From an optimization exercise on the open Yosys and OpenROAD flow, aimed at small area, a short achievable clock period and few clock cycles per item; shortcuts taken in it are not production practice.

==> inputs of trial 7 <==
==> flow/design.v (excerpt) <==
module fp_mul_pipe
#(
  parameter int EXP_W = 8,
  parameter int MAN_W = 23,
  localparam int W = 1 + EXP_W + MAN_W
) (
  input  logic         clk,
  input  logic         reset,
  input  logic         in_valid,
  output logic         in_ready,
  input  logic         rnd_mode,
  input  logic [W-1:0] a,
  input  logic [W-1:0] b,
  output logic         out_valid,
  input  logic         out_ready,
  output logic [W-1:0] c,
  output logic         ovf,
  output logic         unf,
  output logic         inv
);
  logic en, vld1, vld2, vld3;
  logic [22:0] am, bm;
  logic s0, m0, inv0, zero0, vld0;
  logic [9:0] e0;
  logic bo0;
  logic bt0;
  logic bo1;
  logic bt1;
  logic bo2;
  logic bt2;
  logic bo3;
  logic bt3;
  logic bo4;
  logic bt4;
  logic bo5;
  logic bt5;
  logic bo6;
  logic bt6;
  logic bo7;
  logic bt7;
  logic bo8;
  logic bt8;
  logic bo9;
  logic bt9;
  logic bo10;
  logic bt10;
  logic bo11;
  logic bt11;
  assign en       = !vld2 | out_ready;
  assign in_ready = en;
  assign out_valid = vld2;
  always_ff @(posedge clk) begin
    if (reset) begin
      vld1 <= 1'b0;
      vld2 <= 1'b0;
      vld3 <= 1'b0;
    end else if (en) begin
      vld1 <= vld0;
      vld2 <= vld1;
      vld3 <= vld2;
    end
  end
  logic bo0_d;
  logic bt0_d;
  logic bn0;
  logic pp1;
  logic pp2;
  logic pp3;
  logic pp4;
  logic pp5;
  logic pp6;
  logic pp7;
  logic pp8;
  logic pp9;
  logic pp10;
  logic pp11;
  logic pp12;
  logic pp13;
  logic pp14;
  logic pp15;
  logic pp16;
  logic pp17;
  logic pp18;
  logic pp19;
  logic pp20;
  logic pp21;
  logic pp22;
  logic pp23;
  logic pp24;
  logic pp25;
  logic ns26;
  logic bo1_d;
  logic bt1_d;
  logic bn1;
  logic pp27;
  logic pp28;
  logic pp29;
  logic pp30;
  logic pp31;
  logic pp32;
  logic pp33;
  logic pp34;
  logic pp35;
  logic pp36;
  logic pp37;
  logic pp38;
  logic pp39;
  logic pp40;
  logic pp41;
  logic pp42;
  logic pp43;
  logic pp44;
  logic pp45;
  logic pp46;
  logic pp47;
  logic pp48;
  logic pp49;
  logic pp50;
  ...
Settings: LEC_CHECK=0, ABC_AREA=1, CAP_MARGIN=20, CORE_MARGIN=2, CORE_UTILIZATION=40, CTS_BUF_LIST=sky130_fd_sc_hd__clkbuf_8 sky130_fd_sc_hd__clkbuf_16, SETUP_SLACK_MARGIN=4.0, SLEW_MARGIN=20, SYNTH_HIERARCHICAL=1, SYNTH_MINIMUM_KEEP_SIZE=0; clock period 8.5 ns.
standard.sh (not shown) runs the stock make flow with config.mk's settings and CLKGATE_MAP_FILE= SYNTH_SCRIPT=/design/flow/synth_recipe.tcl, a recipe that flattens the netlist after the stock synthesis.
==> flow/flow/run.sh <==
#!/bin/bash
# Layout flow: the standard ORFS flow (standard.sh, unchanged synthesis),
# with port buffers of a plain small buffer cell instead of the default
# choice, and timing repair allowed to change cell footprints.
set -euo pipefail
bash standard.sh \
  MATCH_CELL_FOOTPRINT=0 \
  BUFFER_PORTS_ARGS="-buffer_cell sky130_fd_sc_hd__buf_2" \
  finish > standard.log 2>&1
==> inputs of trial 90, as changes to trial 7 <==
Settings changed: SETUP_SLACK_MARGIN 4.0 to 3.7.
==> summary.txt <==
Outcome
  – Status: complete, no violations

Worst setup path
  – Cell Chain, Critical Path: inv_1 -> buf_8 -> o22ai_1 -> xor2_1 -> fa_1 -> fa_1 -> fa_1 -> fa_1 -> fa_1 -> ha_1 -> a21oi_1 -> o21a_1 -> nor2_1 -> a211oi_1 -> o31ai_1
  – Crit Path Max Fanout: 24
  – Crit. path cell count: 15

Timing
  – Tmin final: 4.57 ns

CTS
  – PostCTS Resize Cnt: 2

Finish
  – Fraction of area in multi-input gates: 62.2%
-- figures above: trial 90

==> summary.txt <==
Outcome
  – Status: complete, no violations

Routing
  – DRT Wirelength: ~59,000 µm
  – Met1 Routed Length: between 20,000 and 25,000 µm
  – Routed Antenna Nets: 0

Placement
  – Dpl cells: 2,789

CTS
  – PostCTS Resize Cnt: 24

Worst setup path
  – Cell Chain, Critical Path: clkinvlp_4 -> buf_12 -> o22ai_2 -> xor2_1 -> fa_1 -> fa_1 -> fa_2 -> fa_1 -> fa_1 -> ha_1 -> nand2_1 -> nor2_1 -> a211oi_1 -> o31ai_1

Timing
  – Tmin final: approximately 4.5 ns

Finish
  – Fraction of area in multi-input gates: 61.6%
-- figures above: trial 7

No functional check of the RTL was part of any run of this note.

-- what the ideal ports hide --
Ports are ideal in the flow. The routed layouts listed here were re-timed in OpenROAD. Step 1 sets driving cells, clkbuf_16 on the clock port and buf_2 on the other inputs (assumed; they add their load-dependent delay and slew). Step 2 also shifts input and output timing later by t, the mid clock arrival at the registers, as if the neighbouring blocks saw the same clock. Slacks: ideal / step 1 / step 2; pairs: ideal / step 1.
run | shift t [ns] | slack for setup (ns) | worst setup path at the end | worst slew at a driven data input, ns
trial 7 | 0.522 | 4.012 / 4.012 / 4.012 | register to register | 0.04
trial 90 | 0.526 | 3.930 / 3.930 / 3.930 | register to register | 0.04
After both steps setup and hold are still met in every run listed.
